This design comes from an exercise in tuning for small area on the open sky130 flow, not from production work. The RTL was checked by simulation tests, not by an equivalence proof against the original design. Power figures rest on the tool's default switching activity, not on a simulated workload.

==> flow/design.v <==
module controller (
   input  logic [5:0] op,
   input  logic [5:0] func,
   output logic       regdst,
   output logic       link,
   output logic       alusrc,
   output logic       expand,
   output logic [4:0] code
);
   always_comb begin
      regdst = 1'b0;
      link   = 1'b0;
      alusrc = 1'b0;
      expand = 1'b0;
      code   = '0;
      case (op)
         6'h00: begin
            if (func == 6'h08) begin
               code[2] = 1'b1;
            end else begin
               regdst  = 1'b1;
               code[1] = 1'b1;
            end
         end
         6'h02: code[0] = 1'b1;
         6'h03: begin
            link      = 1'b1;
            code[1:0] = 2'b11;
         end
         6'h04, 6'h05: begin
            expand  = 1'b1;
            code[3] = 1'b1;
         end
         6'h08, 6'h09: begin
            alusrc  = 1'b1;
            expand  = 1'b1;
            code[1] = 1'b1;
         end
         6'h0C, 6'h0D: begin
            alusrc  = 1'b1;
            code[1] = 1'b1;
         end
         6'h20, 6'h21, 6'h23, 6'h24, 6'h25: begin
            alusrc    = 1'b1;
            expand    = 1'b1;
            code[4]   = 1'b1;
            code[2]   = !op[2];
            code[1:0] = {op[1] & op[0], !op[1] & op[0]};
         end
         6'h28, 6'h29, 6'h2B: begin
            alusrc    = 1'b1;
            expand    = 1'b1;
            code[4]   = 1'b1;
            code[3]   = 1'b1;
            code[1:0] = {op[1] & op[0], !op[1] & op[0]};
         end
         default: begin
         end
      endcase
   end
endmodule
module regfile_bypass (
   input  logic [4:0]     ra,
   input  logic           adv,
   input  logic           we,
   input  logic [4:0]     wa,
   input  logic [31:0]    wd,
   input  logic [31:0]    q,
   input  logic [1023:32] regs_flat,
   output logic [31:0]    rd
);
   logic        byp;
   logic [32:0] sel;
   assign byp = we && (wa == ra) && (ra != '0);
   rf_sel_dec u_dec (.ra (ra), .adv (adv), .byp (byp), .sel (sel));
   for (genvar b = 0; b < 32; b++) begin : g_bit
      logic [32:0] col;
      assign col[0]  = wd[b];
      for (genvar i = 1; i < 32; i++) begin : g_col
         assign col[i] = regs_flat[32*i + b];
      end
      assign col[32] = q[b];
      rf_read_bit u_bit (
         .sel (sel),
         .d   (col),
         .y   (rd[b])
      );
   end
endmodule
module rf_read_bit (
   input  logic [32:0] sel,
   input  logic [32:0] d,
   output logic        y
);
   logic [10:0] n;
   for (genvar k = 0; k < 11; k++) begin : g_aoi
      rf_aoi222 u_aoi (
         .a0 (sel[3*k]),   .b0 (d[3*k]),
         .a1 (sel[3*k+1]), .b1 (d[3*k+1]),
         .a2 (sel[3*k+2]), .b2 (d[3*k+2]),
         .y  (n[k])
      );
   end
   assign y = !(&n);
endmodule
module rf_aoi222 (
   input  logic a0, b0, a1, b1, a2, b2,
   output logic y
);
   assign y = !((a0 && b0) || (a1 && b1) || (a2 && b2));
endmodule
module rf_sel_dec (
   input  logic [4:0]  ra,
   input  logic        adv,
   input  logic        byp,
   output logic [32:0] sel
);
   always_comb begin
      sel[0] = adv && byp;
      for (int i = 1; i < 32; i++) begin
         sel[i] = adv && (ra == 5'(i)) && !byp;
      end
      sel[32] = !adv;
   end
endmodule
module decode_stage_pipe (
   input  logic        clock,
   input  logic        reset,
   input  logic        id_valid,
   output logic        id_ready,
   input  logic [5:0]  op,
   input  logic [5:0]  func,
   input  logic [4:0]  rs,
   input  logic [4:0]  rt,
   input  logic [4:0]  rd,
   input  logic [15:0] imm,
   input  logic        wb_en,
   input  logic [4:0]  wb_addr,
   input  logic [31:0] wb_data,
   input  logic        flush,
   input  logic        ex_ready,
   output logic        ex_valid,
   output logic [31:0] ex_alu_data_1,
   output logic [31:0] ex_alu_data_2,
   output logic [31:0] ex_reg_data_2,
   output logic [31:0] ex_expand_imm,
   output logic [4:0]  ex_rw,
   output logic [10:0] ex_ctrl
);
   logic        regdst;
   logic        link;
   logic        alusrc;
   logic        expand;
   logic [4:0]  code;
   logic [31:0] rs_data;
   logic [31:0] rt_data;
   logic [4:0]  rw;
   logic        advance;
   logic        hz;
   logic        rw_nz;
   logic        ex_valid_q;
   logic [31:0] ex_a1_q;
   logic [31:0] ex_rt_q;
   logic [15:0] ex_imm_q;
   logic        ex_sign_q;
   logic        ex_alusrc_q;
   logic [4:0]  ex_rw_q;
   logic [4:0]  ex_c_q;
   logic [31:0]    regs [1:31];
   logic [31:1]    rf_we;
   logic [31:0]    rf_wd;
   logic [1023:32] regs_flat;
   always_comb begin
      for (int i = 1; i < 32; i++) begin
         rf_we[i] = !reset || (wb_en && (wb_addr == 5'(i)));
         regs_flat[32*i +: 32] = regs[i];
      end
   end
   assign rf_wd = reset ? wb_data : '0;
   always_ff @(posedge clock) begin
      for (int i = 1; i < 32; i++) begin
         if (rf_we[i]) regs[i] <= rf_wd;
      end
   end
   regfile_bypass u_rd1 (
      .ra        (rs),
      .adv       (advance),
      .we        (wb_en),
      .wa        (wb_addr),
      .wd        (wb_data),
      .q         (ex_a1_q),
      .regs_flat (regs_flat),
      .rd        (rs_data)
   );
   regfile_bypass u_rd2 (
      .ra        (rt),
      .adv       (advance),
      .we        (wb_en),
      .wa        (wb_addr),
      .wd        (wb_data),
      .q         (ex_rt_q),
      .regs_flat (regs_flat),
      .rd        (rt_data)
   );
   controller u_ctrl (
      .op     (op),
      .func   (func),
      .regdst (regdst),
      .link   (link),
      .alusrc (alusrc),
      .expand (expand),
      .code   (code)
   );
   assign rw = regdst ? rd : (link ? 5'd31 : rt);
   assign rw_nz    = (ex_rw_q != '0);
   assign hz       = ex_valid_q && ex_c_q[4] && !ex_c_q[3] && rw_nz &&
                     ((ex_rw_q == rs) || (ex_rw_q == rt));
   assign advance  = !ex_valid_q || ex_ready;
   assign id_ready = reset && (flush || (advance && !hz));
   always_ff @(posedge clock) begin
      if (!reset || flush) begin
         ex_valid_q <= 1'b0;
      end else if (advance) begin
         ex_valid_q <= id_valid && !hz;
      end
   end
   always_ff @(posedge clock) begin
      ex_a1_q <= rs_data;
      ex_rt_q <= rt_data;
   end
   always_ff @(posedge clock) begin
      if (advance) begin
         ex_imm_q    <= imm;
         ex_sign_q   <= expand && imm[15];
         ex_alusrc_q <= alusrc;
         ex_rw_q     <= rw;
         ex_c_q      <= code;
      end
   end
   logic [31:0] ext_imm;
   assign ext_imm = {{16{ex_sign_q}}, ex_imm_q};
   assign ex_valid      = ex_valid_q;
   assign ex_alu_data_1 = ex_a1_q;
   assign ex_alu_data_2 = ex_alusrc_q ? ext_imm : ex_rt_q;
   assign ex_reg_data_2 = ex_rt_q;
   assign ex_expand_imm = ext_imm;
   assign ex_rw         = ex_rw_q;
   logic v, m;
   assign v = ex_valid_q;
   assign m = ex_c_q[4];
   assign ex_ctrl[10] = v && rw_nz && (m ? !ex_c_q[3] : ex_c_q[1]);
   assign ex_ctrl[9]  = v && !m && ex_c_q[3];
   assign ex_ctrl[8]  = v && m && !ex_c_q[3];
   assign ex_ctrl[7]  = v && m && ex_c_q[3];
   assign ex_ctrl[6]  = v && m && !ex_c_q[3];
   assign ex_ctrl[5]  = v && !m && ex_c_q[2];
   assign ex_ctrl[4]  = v && m && ex_c_q[2];
   assign ex_ctrl[3]  = v && m && ex_c_q[1];
   assign ex_ctrl[2]  = v && m && ex_c_q[0];
   assign ex_ctrl[1]  = v && !m && ex_c_q[1] && ex_c_q[0];
   assign ex_ctrl[0]  = v && !m && ex_c_q[0];
endmodule
==> flow/flow/run.sh <==
#!/bin/bash
# Own flow: the standard layout (standard.sh) with two changes to how it is made:
#  - the port buffers that buffer_ports inserts are buf_1 cells;
#  - CTS does not add dummy loads.
# Each step's full output goes to ORFS's own logs under orfs/logs; make's output to make.log.
set -euo pipefail
cat >> config.mk <<'EOC'
export BUFFER_PORTS_ARGS = -buffer_cell sky130_fd_sc_hd__buf_1
export CTS_ARGS = -sink_clustering_enable -repair_clock_nets -dont_use_dummy_load -buf_list {sky130_fd_sc_hd__clkbuf_8} -sink_clustering_size 16 -sink_clustering_max_diameter 80
EOC
bash standard.sh > make.log 2>&1
==> flow/standard.sh <==
#!/bin/bash
# synth_recipe.tcl (not shown) runs the flow's synth.tcl, then flattens the netlist and writes it again
# the make line also repeats each setting of config.mk as NAME=value (left out here)
make -C /OpenROAD-flow-scripts/flow DESIGN_CONFIG=/design/flow/config.mk WORK_HOME=/design/flow/orfs CLKGATE_MAP_FILE= SYNTH_SCRIPT=/design/flow/synth_recipe.tcl "${@:-finish}"
==> flow/config.mk <==
export PLATFORM = sky130hd
export DESIGN_NAME = decode_stage_pipe
export DESIGN_NICKNAME = decode_stage_pipe
export VERILOG_FILES = /design/flow/design.v
export SDC_FILE = /design/flow/constraint.sdc
export NUM_CORES = 4
export LEC_CHECK = 0
export CAP_MARGIN = 20
export CORE_MARGIN = 2
export CORE_UTILIZATION = 65
export CTS_BUF_LIST = sky130_fd_sc_hd__clkbuf_8
export CTS_CLUSTER_DIAMETER = 80
export CTS_CLUSTER_SIZE = 16
export SLEW_MARGIN = 20
export SYNTH_HIERARCHICAL = 1
export BUFFER_PORTS_ARGS = -buffer_cell sky130_fd_sc_hd__buf_1
export CTS_ARGS = -sink_clustering_enable -repair_clock_nets -dont_use_dummy_load -buf_list {sky130_fd_sc_hd__clkbuf_8} -sink_clustering_size 16 -sink_clustering_max_diameter 80
==> flow/constraint.sdc <==
create_clock -name core_clock -period 5.0 [get_ports {clock}]
set_input_delay 1.0000 -clock core_clock [delete_from_list [all_inputs] [get_ports {clock}]]
set_output_delay 1.0000 -clock core_clock [all_outputs]
set_load 0.01 [all_outputs]
==> results of run 1 <==
## modules after synthesis (local to each module, per instance)
| module | cell area, sq um | cells inside | times used | flip-flops and latches |
|---|---|---|---|---|
| controller | 250 | 40 | 1 | 0 |
| decode_stage_pipe | 33200 | 1297 | 1 | 1085 |
| regfile_bypass | 70.1 | 10 | 2 | 0 |
| rf_aoi222 | 10.0 | 1 | 704 | 0 |
| rf_read_bit | 23.8 | 4 | 64 | 0 |
| rf_sel_dec | 328 | 52 | 2 | 0 |
## power by group through the flow
stage | clock (mW) | combinational [mW] | sequential (mW)
after detailed placement | 0 | 1.60 | 11.6
final | 4.05 | 1.68 | 11.5
after global routing | 4.32 | 1.72 | 11.5
after global placement | 0 | 1.58 | 11.6
after floorplan | 0 | 0.745 | 11.5
after CTS | 4.03 | 1.61 | 11.4
## sequential cells by signal, summed over array words and instances, names as in the netlist
| register | flops |
|---|---|
| ex_imm_q | 16 |
| ex_valid_q | 1 |
| ex_a1_q | 32 |
| ex_sign_q | 1 |
| ex_rw_q | 5 |
| ex_rt_q | 32 |
| ex_c_q | 5 |
| regs | 992 |
| ex_alusrc_q | 1 |
## cells by family after synthesis
family                    Yosys count  share of synthesized area (%)
AOI/OAI and AO/OA                 777                           17.4
DFF                              1085                           74.6
and+or+nand+nor                   451                           6.36
muxes                              16                          0.421
xor gates and xnor gates           18                          0.368
buffers and inverters              74                          0.874
## Yosys cell counts (3+ instances only)
| cell type | instances | area share [%] |
|---|---|---|
| edfxtp_1 | 1020 | 72 |
| a222oi_1 | 704 | 16 |
| nand4_1 | 130 | 1.9 |
| nand3_1 | 71 | 0.83 |
| dfxtp_1 | 65 | 3.0 |
| or3_1 | 65 | 0.95 |
| o21ai_0 | 50 | 0.58 |
| and2_1 | 38 | 0.56 |
| nor3_1 | 30 | 0.35 |
| clkbuf_1 | 26 | 0.23 |
| nand2_1 | 22 | 0.19 |
| nor3_2 | 20 | 0.47 |
| inv_1 | 19 | 0.17 |
| buf_4 | 17 | 0.30 |
| nor4_1 | 17 | 0.25 |
| nor2_1 | 14 | 0.12 |
| nand2b_1 | 12 | 0.18 |
| xnor2_1 | 12 | 0.25 |
| mux2_2 | 11 | 0.29 |
| buf_2 | 8 | 0.094 |
| nor2b_1 | 7 | 0.10 |
| o21ai_1 | 6 | 0.070 |
| xor2_1 | 6 | 0.12 |
| a21oi_1 | 5 | 0.058 |
| and3_1 | 5 | 0.073 |
| mux2_1 | 5 | 0.13 |
| nand3b_1 | 4 | 0.070 |
| a21o_1 | 3 | 0.053 |
| buf_6 | 3 | 0.079 |
| or3b_1 | 3 | 0.061 |
## worst min path at each step
stage                 startpoint  cells after the start     endpoint  slack [ns]
floorplan            regs[25][0]                      3   ex_a1_q[0]        0.54
global placement    regs[25][14]                      3  ex_rt_q[14]        0.56
detailed placement   regs[25][2]                      3   ex_a1_q[2]        0.57
CTS                       imm[2]                      1  ex_imm_q[2]        0.42
global route              imm[2]                      1  ex_imm_q[2]        0.43
finish                    imm[2]                      1  ex_imm_q[2]        0.46
## through the flow
step	cells	hold slack, ns	worst slack [ns]	area [sq um]
6_report	3673	0.458	1.10	47500
5_1_grt	3668	0.433	1.17	47500
4_1_cts	3664	0.425	1.35	47400
3_5_place_dp	3586	0.573	0.641	46300
3_3_place_gp	3586	0.563	0.637	46300
2_1_floorplan	2421	0.544	0.106	42900
## critical path: stages
cell and delay (ns):
buf_1 0.21, nor4_1 0.33, o21ai_0 0.13, and4_1 0.22, or3b_1 0.48, nor4_4 1.05, buf_4 0.52, a222oi_1 0.19
nand4_1 0.23, or3_1 0.15
## area by class of cell
| type | instances | area [sq um] |
|---|---|---|
| Sequential cell | 1085 | 31900 |
| Fill cell | 4092 | 18000 |
| Multi-Input combinational cell | 1262 | 11400 |
| Timing Repair Buffer | 359 | 1930 |
| Tap cell | 864 | 1080 |
| Clock buffer | 78 | 1070 |
| Inverter | 20 | 75.1 |
| Antenna cell | 5 | 12.5 |
## metal layers
layer	up-vias	wire [um]	share of wire, %	GRT usage (%)
met5	-	11	0.0069	0
met4	2	15300	9.6	36.3
met1	15600	47400	30	58.7
li1	12400	-	-	-
met3	784	28400	18	13.9
met2	3942	67700	43	65.9
==> flow_metrics.tcl, run 1 <==
set metrics [dict create \
    status "timing/DRC/antenna clean" \
    r2r_end "ex_rt_q[6]" \
    crit_required_ns 5.64 \
    peakVddDrop_mv 0.280 \
    coreArea_sq_um 65500 \
    routedWlPerCell_um 43.3 \
    syn_area_sq_um 42800 \
    avgSynthCellArea_sq_um 17.7 \
    cts_sinks 1085 \
    antenna_found_initial 1 \
    critPathMaxFanout 23 \
    min_period_ns 3.90 \
    max_cap_violations 0 \
    hp-class "in -> reg" \
    hold_viol_final 0 \
    cts_buffer_depth 3 \
    dr.first_iter.drc_count 10500 \
    setup_viol 0 \
    period_share_pct 77.9 \
    nets 2892 \
    switchingPower_mw 4.47 \
    r2r_start "ex_valid_q" \
    via_per_inst 8.92 \
    final_layout_size_suffix_gt1_share_pct 12.0 \
    yosysWarnings 10 \
    p_per_area_nw_per_um2 362 \
    gp_congestion 1.07 \
    cts_tree "built" \
    cts_made_buffers 78 \
    syn2layout_area_growth_pct 10.9 \
    cts.reportedPaths.clkPinSlew_ns 0.10 \
    fmax_mhz 257 \
    crit_type "in -> reg" \
    ff2ff_setup_slack_ns 1.65 \
    synth_cell_types 47 \
    tightest_slew_ns 1.27 \
    grt_pass1_wl_um 217000 \
    portBuffers 231 \
    power_frac_clock_pct 23.5 \
    num_rows 94 \
    syn_inst 2421 \
    start_util_pct 65.4 \
    cts-resized-gates 0 \
    grt-ovfl-total 0 \
    cts_setup_buffers 0 \
    rsz0062_at_grt "no" \
    synth_edf_count 1020 \
    startpoint_type "primary input" \
    drc 0 \
    grt_pass1_vias 31200 \
    routed_wl_um 159000 \
    reg2reg_depth 8 \
    syn_nets 2507 \
    async_flop_share_pct 0 \
    final_antenna_net_count 0 \
    cts_root_buf "clkbuf_8" \
    worstPathArrival_ns 4.53 \
    ys_seq_area_share_pct 74.6 \
    insertion_delay_ns 0.71 \
    cts_max_level 3 \
    final_cell_mix "edfxtp_1, a222oi_1, buf_1" \
    synth-seq-cells 1085 \
    hpwl_um 90500 \
    final_core_util_pct 72.5 \
    track_usage_pct 45.9 \
    cp-endpoint "ex_a1_q[9]" \
    synthFlopType "edfxtp_1" \
    setup.worst_path.end_class "register" \
    die_area_sq_um 67900 \
    skew_ns 0.0853 \
    drv_slew 0 \
    p_comb_share_pct 9.8 \
    p_total_mw 17.2 \
    finalSetupTns_ns 0 \
    io_pins 232 \
    switching_share_pct 26.0 \
    p_int_mw 12.7 \
    crit_start "wb_addr[0]" \
    via_count 32800 \
    final_common_cell "edfxtp_1" \
    relSlewSlack_pct 14.6 \
    hold_buffers 0 \
    power_leakage_nw 15.1 \
    drt_first_pass_iters 14 \
    die_height_um 261 \
    dieWidth_um 261 \
    seqPwrFrac_pct 66.7 \
    grt_max_degree 42 \
]
==> run 2, diff against run 1 <==
==> flow/run.sh (new file) <==
#!/bin/bash
# synth_recipe.tcl (not shown) runs the flow's synth.tcl, then flattens the netlist and writes it again
# the make line also repeats each setting of config.mk as NAME=value (left out here)
make -C /OpenROAD-flow-scripts/flow DESIGN_CONFIG=/design/flow/config.mk WORK_HOME=/design/flow/orfs CLKGATE_MAP_FILE= SYNTH_SCRIPT=/design/flow/synth_recipe.tcl finish
==> flow/config.mk (replaced) <==
export PLATFORM = sky130hd
export DESIGN_NAME = decode_stage_pipe
export DESIGN_NICKNAME = decode_stage_pipe
export VERILOG_FILES = /design/flow/design.v
export SDC_FILE = /design/flow/constraint.sdc
export NUM_CORES = 4
export LEC_CHECK = 0
export CAP_MARGIN = 20
export CORE_MARGIN = 2
export CORE_UTILIZATION = 55
export CTS_BUF_LIST = sky130_fd_sc_hd__clkbuf_8
export CTS_CLUSTER_DIAMETER = 60
export CTS_CLUSTER_SIZE = 14
export SLEW_MARGIN = 20
export SYNTH_HIERARCHICAL = 1
removed: flow/flow/run.sh
removed: flow/standard.sh
==> flow_metrics.tcl, run 2 <==
set metrics [dict create \
    critPathSlowestCell "nor3_4" \
    max_cap_violations 0 \
    die_height_um 283 \
    synthFlopType "edfxtp_1" \
    final_common_cell "edfxtp_1" \
    layoutNonFillerInstCount 3953 \
    crit_required_ns 5.71 \
    coreArea_sq_um 77200 \
    hp-class "reg -> reg" \
    fillers 5435 \
    largest_reg_flops 992 \
    place_inst 3773 \
    via_count 32600 \
    ys_top_cells_by_area "edfxtp_1, a222oi_1, dfxtp_1, nand4_1, or3_1" \
    cts_tree "built" \
    hp-start "regs[25][13]" \
    async_flop_share_pct 0 \
    slowest_delay_ns 0.98 \
    tightest_slew_ns 1.21 \
    cts.reportedPaths.clkPinSlew_ns 0.10 \
    synthTopCellsByCount "edfxtp_1, a222oi_1, nand4_1" \
    gp_congestion 0.940 \
    yosysTopAreaCellShare_pct 71.5 \
    startpoint_type "primary input" \
    multi_input_area_sq_um 11400 \
    cts_setup_buffers 0 \
    drt_first_pass_iters 14 \
    finalSetupTns_ns 0 \
    wl_met3_um 25000 \
    start_util_pct 55.5 \
    period_share_pct 82.5 \
    cts-resized-gates 0 \
    synth-seq-cells 1085 \
    yosysMostFrequentCell "edfxtp_1" \
    final_antenna_net_count 0 \
    synth_edf_count 1020 \
    dieWidth_um 283 \
    syn_nets 2507 \
    crit_type "in -> reg" \
    grt_pass1_wl_um 227000 \
    ff2ff_setup_slack_ns 1.68 \
    status "timing/DRC/antenna clean" \
    cts_buffer_depth 3 \
    synth_area_leader_cell "edfxtp_1" \
    path_cells "clkdlybuf4s50_1 > nor4_1 > o21ai_0 > and4_1 > or3b_1 > buf_12 > nor3_4 > buf_4 > a222oi_1 > nand3_1 > or3_1" \
    antenna_found_initial 4 \
    track_usage_pct 39.8 \
    die_area_sq_um 80100 \
    grt-ovfl-total 0 \
    final_layout_size_suffix_gt1_share_pct 13.2 \
    syn_inst 2421 \
    grt_pass1_vias 31000 \
    min_period_ns 4.12 \
    design_area_sq_um 49900 \
    p_total_mw 18.6 \
    r2r_start "ex_valid_q" \
    power_leakage_nw 16.3 \
    insertion_delay_ns 0.76 \
    synth_cell_types 47 \
    p_per_area_nw_per_um2 372 \
    routedWlPerCell_um 41.6 \
    hpwl_um 95200 \
    drt-met1-wl_um 53200 \
    avgSynthCellArea_sq_um 17.7 \
    post_dp_cell_area_sq_um 48100 \
    setup.worst_path.end_class "register" \
    dp_slack_ns 0.258 \
    cts_max_level 3 \
    dr.max_layer_used "met4" \
    setup_slack_ns 0.877 \
    hold_buffers 0 \
    final_cell_mix "edfxtp_1, a222oi_1, clkdlybuf4s50_1" \
    syn2layout_area_growth_pct 16.6 \
    yosysWarnings 10 \
    timing.hold.ws_ns 0.590 \
    regArea_sq_um 31900 \
    path_delay_family "simple AND/OR/NAND/NOR gates" \
    syn_area_sq_um 42800 \
    hold_viol_final 0 \
    reg.largest.list "regs: 992 flops, ex_a1_q: 32 flops, ex_rt_q: 32 flops" \
    io_pins 232 \
    peakVddDrop_mv 0.238 \
    drv_slew 0 \
    nets 2916 \
    portBuffers 231 \
    final_core_util_pct 64.7 \
    rsz0062_at_grt "no" \
    critPathMaxFanout 17 \
    drc 0 \
    cts_made_buffers 93 \
    via_per_inst 8.25 \
    relSlewSlack_pct 19.0 \
    ys_seq_area_share_pct 74.6 \
    dr.first_iter.drc_count 9097 \
    num_rows 102 \
    top_register "regs" \
    cts_sinks 1085 \
    path_buf_inv 3 \
    grt_max_degree 39 \
    worstPathArrival_ns 4.83 \
    routed_wl_um 165000 \
    fmax_mhz 243 \
    cts_root_buf "clkbuf_8" \
    skew_ns 0.0340 \
    setup_viol 0 \
    wl_met2_um 72300 \
    crit_start "wb_addr[0]" \
]
run 2: power by group:
group / switching, mW / internal [mW]
sequential: 0.624 / 10.9
combinational: 1.23 / 0.754
clock: 3.04 / 2.06
run 2: area by class of cell:
type / count / share of cell area [%]
Multi-Input combinational cell: 1262 / 22.8
Sequential cell: 1085 / 63.9
Tap cell: 1040 / 2.61
Clock buffer: 95 / 2.62
Clock inverter: 77 / 0.975
Antenna cell: 6 / 0.0301
Inverter: 20 / 0.150
Timing Repair Buffer: 368 / 6.92
run 2: routing by layer:
| layer | vias up | GRT usage (%) |
|---|---|---|
| li1 | 12600 | - |
| met1 | 16000 | 51.3 |
| met2 | 3428 | 59.1 |
| met3 | 607 | 9.57 |
| met4 | 0 | 29.2 |
| met5 | - | 0 |
run 2: worst paths after layout:
kind / to / cells after the start
hold / removal: ex_rt_q[13] / 3
setup / recovery: ex_a1_q[18] / 11
setup reg to reg: ex_a1_q[23] / 9
hold reg to reg: ex_rt_q[13] / 3
run 2: logic make-up after synthesis:
family          after synthesis  synth area share [%]
simple gates                451                  6.36
compound gates              777                  17.4
xor+xnor                     18                 0.368
buf+inv                      74                 0.874
mux                          16                 0.421
flops                      1085                  74.6
run 2: per-module statistics from Yosys, one instance, submodules excluded:
module / cell area [sq um] / flops+latches / times used
rf_aoi222: 10.0 / 0 / 704
controller: 250 / 0 / 1
rf_read_bit: 23.8 / 0 / 64
regfile_bypass: 70.1 / 0 / 2
rf_sel_dec: 328 / 0 / 2
decode_stage_pipe: 33200 / 1085 / 1
run 2: worst register-to-register path: stages, from the launching register on:
cell      delay, ns
dfxtp_1        0.46
nand2b_2       0.16
buf_4          0.27
nand3b_1       0.12
buf_4          0.34
nor3_2         0.09
buf_4          0.34
a222oi_1       0.44
nand4_1        0.47
or3_1          0.52

separate check: timing with driven ports:
The results above use ideal ports. As a check the final layouts listed here were re-extracted and re-timed, cells and wires unchanged. Step 1 (the two cells are an assumption about what drives the block):
set clk [get_ports {clock}]
set_driving_cell -lib_cell sky130_fd_sc_hd__clkbuf_16 $clk
set_driving_cell -lib_cell sky130_fd_sc_hd__buf_2 [delete_from_list [all_inputs] $clk]
Step 2 also shifts input and output timing later by t, the mid clock arrival at the registers, as if the neighbouring blocks saw the same clock. a / b / c = no drivers / after step 1 / after step 2; a / b = the first two.
run	t, ns	setup WS [ns]	hold WS [ns]	pins driven straight from the clock port
run 1	0.736	1.105 / 1.141 / 0.406	0.458 / 0.429 / 0.586	1
run 2	0.802	0.877 / 0.913 / 0.110	0.590 / 0.590 / 0.590	1
After both steps setup and hold are still met in every run listed. The setup slack of run 2, which loses most, moves by +0.036 ns with the drivers and by -0.767 ns with both steps.
